This is an optimization exercise on Yosys and OpenROAD, whose aim is small area, a short achievable clock period and few clock cycles per item, not a production implementation.

== before ==
==> module forward_engine, before the edit <==
module forward_engine (
    input  logic                                                                   clk,
    input  logic                                                                   rst_n,
    input  logic                                                                   in_valid_d,
    input  logic [nn_num_pkg::WORD_BITS-1:0]                                       data_point,
    input  logic [nn_seq_pkg::STEP_BITS-1:0]                                       count,
    input  logic                                                                   x_valid,
    input  logic [nn_seq_pkg::STEP_BITS-1:0]                                       x_step,
    input  logic [nn_num_pkg::HIDDEN-1:0][nn_num_pkg::WORD_BITS-1:0]                 w1_head,
    input  logic [nn_num_pkg::HIDDEN-1:0]                                            w1_ok,
    input  logic [nn_num_pkg::HIDDEN-1:0][nn_num_pkg::WORD_BITS-1:0]                 w2,
    input  logic [nn_num_pkg::HIDDEN-1:0]                                            w2_ok,
    output logic                                                                   out_valid,
    output logic [nn_num_pkg::WORD_BITS-1:0]                                       out
);
    logic                             out_mul;   
    logic                             out_sum;   
    logic [HIDDEN-1:0][WORD_BITS-1:0] acc;       
    logic [HIDDEN-1:0][WORD_BITS-1:0] mac_a;     
    logic [HIDDEN-1:0]                mac_a_neg;  
    logic [HIDDEN-1:0][WORD_BITS-1:0] mac_a_relu;
    logic [HIDDEN-1:0][WORD_BITS-1:0] next_b;    
    logic [HIDDEN-1:0]                next_ok;
    logic [HIDDEN-1:0][7:0]           next_one;  
    logic [HIDDEN-1:0][7:0]           next_two;
    logic [HIDDEN-1:0][7:0]           next_neg;
    logic [HIDDEN-1:0][7:0]           mac_one;   
    logic [HIDDEN-1:0][7:0]           mac_two;
    logic [HIDDEN-1:0][7:0]           mac_neg;
    logic [HIDDEN-1:0][WORD_BITS-1:0] mac_c;
    logic [HIDDEN-1:0][WORD_BITS-1:0] mac_y;
    always_ff @(posedge clk or negedge rst_n) begin
        if (!rst_n) begin
            out_mul <= 1'b0;
            out_sum <= 1'b0;
        end else begin
            out_mul <= x_valid && (x_step == LAST_WORD);
            out_sum <= out_mul;
        end
    end
    always_comb begin
        for (int j = 0; j < HIDDEN; j++) begin
            if (in_valid_d) begin
                next_b[j]  = w1_head[j];
                next_ok[j] = w1_ok[j];
            end else begin
                next_b[j]  = w2[j];
                next_ok[j] = w2_ok[j];
            end
        end
    end
    for (genvar j = 0; j < HIDDEN; j++) begin : g_enc
        booth_enc enc_i (
            .b   (next_b[j]),
            .ok  (next_ok[j]),
            .one (next_one[j]),
            .two (next_two[j]),
            .neg (next_neg[j])
        );
    end
    always_ff @(posedge clk) begin
        for (int j = 0; j < HIDDEN; j++) begin
            if (in_valid_d) begin
                mac_a[j]     <= data_point;
                mac_a_neg[j] <= 1'b0;
            end else begin
                mac_a[j]     <= mac_y[j];
                mac_a_neg[j] <= mac_y[j][WORD_BITS-1];
            end
        end
        mac_one <= next_one;
        mac_two <= next_two;
        mac_neg <= next_neg;
    end
    always_comb begin
        for (int j = 0; j < HIDDEN; j++) begin
            mac_a_relu[j] = mac_a_neg[j] ? '0 : mac_a[j];
            mac_c[j]      = acc[j];
        end
    end
    for (genvar j = 0; j < HIDDEN; j++) begin : g_mac
        booth_mac mac_i (
            .a    (mac_a_relu[j]),
            .one  (mac_one[j]),
            .two  (mac_two[j]),
            .neg  (mac_neg[j]),
            .c    (mac_c[j]),
            .y    (mac_y[j])
        );
    end
    localparam logic [WORD_BITS-1:0] BOOTH_K = 16'hAB00;
    always_ff @(posedge clk) begin
        for (int j = 0; j < HIDDEN; j++) begin
            if (in_valid_d && count == '0) begin
                acc[j] <= WORD_BITS'(4 * BOOTH_K);
            end else if (x_valid && x_step == LAST_WORD) begin
                acc[j] <= BOOTH_K;
            end else if (x_valid || out_mul) begin
                acc[j] <= mac_y[j];
            end
        end
    end
    always_ff @(posedge clk or negedge rst_n) begin
        if (!rst_n) begin
            out_valid <= 1'b0;
            out       <= '0;
        end else if (out_sum) begin
            out_valid <= 1'b1;
            out       <= acc[0] + acc[1] + acc[2];
        end else begin
            out_valid <= 1'b0;
            out       <= '0;
        end
    end
endmodule
Settings: LEC_CHECK=0, ABC_AREA=0, ABC_CLOCK_PERIOD_IN_PS=4000, CAP_MARGIN=20, CORE_MARGIN=2, CORE_UTILIZATION=40, SETUP_SLACK_MARGIN=5, SLEW_MARGIN=20; clock period 12.0 ns.
run.sh (not shown) runs the stock make flow with config.mk's settings and CLKGATE_MAP_FILE= SYNTH_SCRIPT=/design/flow/synth_recipe.tcl, a recipe that flattens the netlist after the stock synthesis.
before went all the way through the flow, and no timing, DRC or antenna check failed.
Input changes introduced in after (baseline for comparison: before):
diff --git a/flow/design.v b/flow/design.v
--- a/flow/design.v
+++ b/flow/design.v
@@ -126,12 +126,12 @@
     output logic [nn_num_pkg::WORD_BITS-1:0]                                       out
 );
     logic                             out_mul;   
     logic                             out_sum;   
+    logic                             add_acc;   
     logic [HIDDEN-1:0][WORD_BITS-1:0] acc;       
+    logic                             first;     
     logic [HIDDEN-1:0][WORD_BITS-1:0] mac_a;     
-    logic [HIDDEN-1:0]                mac_a_neg;  
-    logic [HIDDEN-1:0][WORD_BITS-1:0] mac_a_relu;
     logic [HIDDEN-1:0][WORD_BITS-1:0] next_b;    
     logic [HIDDEN-1:0]                next_ok;
     logic [HIDDEN-1:0][7:0]           next_one;  
     logic [HIDDEN-1:0][7:0]           next_two;
@@ -144,11 +144,15 @@
     always_ff @(posedge clk or negedge rst_n) begin
         if (!rst_n) begin
             out_mul <= 1'b0;
             out_sum <= 1'b0;
+            add_acc <= 1'b0;
+            first   <= 1'b0;
         end else begin
             out_mul <= x_valid && (x_step == LAST_WORD);
             out_sum <= out_mul;
+            add_acc <= in_valid_d && (count != '0);
+            first   <= in_valid_d && (count == '0);
         end
     end
     always_comb begin
         for (int j = 0; j < HIDDEN; j++) begin
@@ -172,45 +176,42 @@
     end
     always_ff @(posedge clk) begin
         for (int j = 0; j < HIDDEN; j++) begin
             if (in_valid_d) begin
-                mac_a[j]     <= data_point;
-                mac_a_neg[j] <= 1'b0;
+                mac_a[j] <= data_point;
             end else begin
-                mac_a[j]     <= mac_y[j];
-                mac_a_neg[j] <= mac_y[j][WORD_BITS-1];
+                mac_a[j] <= mac_y[j][WORD_BITS-1] ? '0 : mac_y[j];
             end
         end
         mac_one <= next_one;
         mac_two <= next_two;
         mac_neg <= next_neg;
     end
+    localparam logic [WORD_BITS-1:0] BOOTH_K = 16'hAB00;
     always_comb begin
         for (int j = 0; j < HIDDEN; j++) begin
-            mac_a_relu[j] = mac_a_neg[j] ? '0 : mac_a[j];
-            mac_c[j]      = acc[j];
+            if (add_acc) begin
+                mac_c[j] = acc[j];
+            end else if (first) begin
+                mac_c[j] = WORD_BITS'(4 * BOOTH_K);
+            end else begin
+                mac_c[j] = BOOTH_K;
+            end
         end
     end
     for (genvar j = 0; j < HIDDEN; j++) begin : g_mac
         booth_mac mac_i (
-            .a    (mac_a_relu[j]),
+            .a    (mac_a[j]),
             .one  (mac_one[j]),
             .two  (mac_two[j]),
             .neg  (mac_neg[j]),
             .c    (mac_c[j]),
             .y    (mac_y[j])
         );
     end
-    localparam logic [WORD_BITS-1:0] BOOTH_K = 16'hAB00;
     always_ff @(posedge clk) begin
-        for (int j = 0; j < HIDDEN; j++) begin
-            if (in_valid_d && count == '0) begin
-                acc[j] <= WORD_BITS'(4 * BOOTH_K);
-            end else if (x_valid && x_step == LAST_WORD) begin
-                acc[j] <= BOOTH_K;
-            end else if (x_valid || out_mul) begin
-                acc[j] <= mac_y[j];
-            end
+        if (x_valid || out_mul) begin
+            acc <= mac_y;
         end
     end
     always_ff @(posedge clk or negedge rst_n) begin
         if (!rst_n) begin
--- outcome ---
Placeable core region in after vs before: down about 3.6%. Final area: before and after compared, higher one is before. Against before, after comes in about 13% lower on number of clock buffers in the layout. Count of mapped cells out of synthesis (after over before): decrease, 419. Detailed-route via count was lower in after than in before. Post-synthesis average cell area for after: 0.99 um2 up relative to before. For worst hold margin, before and after come out practically identical. before and after ended up with nearly the same clock transition at the registers of the reported paths. Diff before..after | post-synthesis mux area share | negligible. Run comparison: before topmost layer with routed signal wires met5; after topmost layer with routed signal wires met4. | number of vias per cell after detailed routing | after vs before | ≈ equal |. after: done, clean on timing, DRC and antenna. After detailed routing, before needs more wire than after.
No run of this note included a check of the RTL's function; only the layout flow was run.

## port drivers added, routing unchanged
How much do the figures lean on ideal ports? The routed layouts below were timed once more, with nothing changed but the port constraints.
Step 1 assumes that a clkbuf_16 drives the clock port and a buf_2 every other input.
Step 2 times the ports against the registers' clock, not the clock port: input delays grow and output delays shrink by t, the midpoint of the rising clock arrivals with the driver on.
Three values: ideal ports, drivers, drivers and shift; two values: the first two.
run | shift t [ns] | slack for setup (ns) | worst hold slack (ns) | clock arrival spread, ns
before | 0.651 | 5.843 / 5.843 / 5.843 | 0.413 / 0.413 / 0.413 | 0.073 / 0.073
after | 0.641 | 6.158 / 6.158 / 6.158 | 0.416 / 0.416 / 0.416 | 0.042 / 0.041
After both steps every run listed still meets setup and hold.
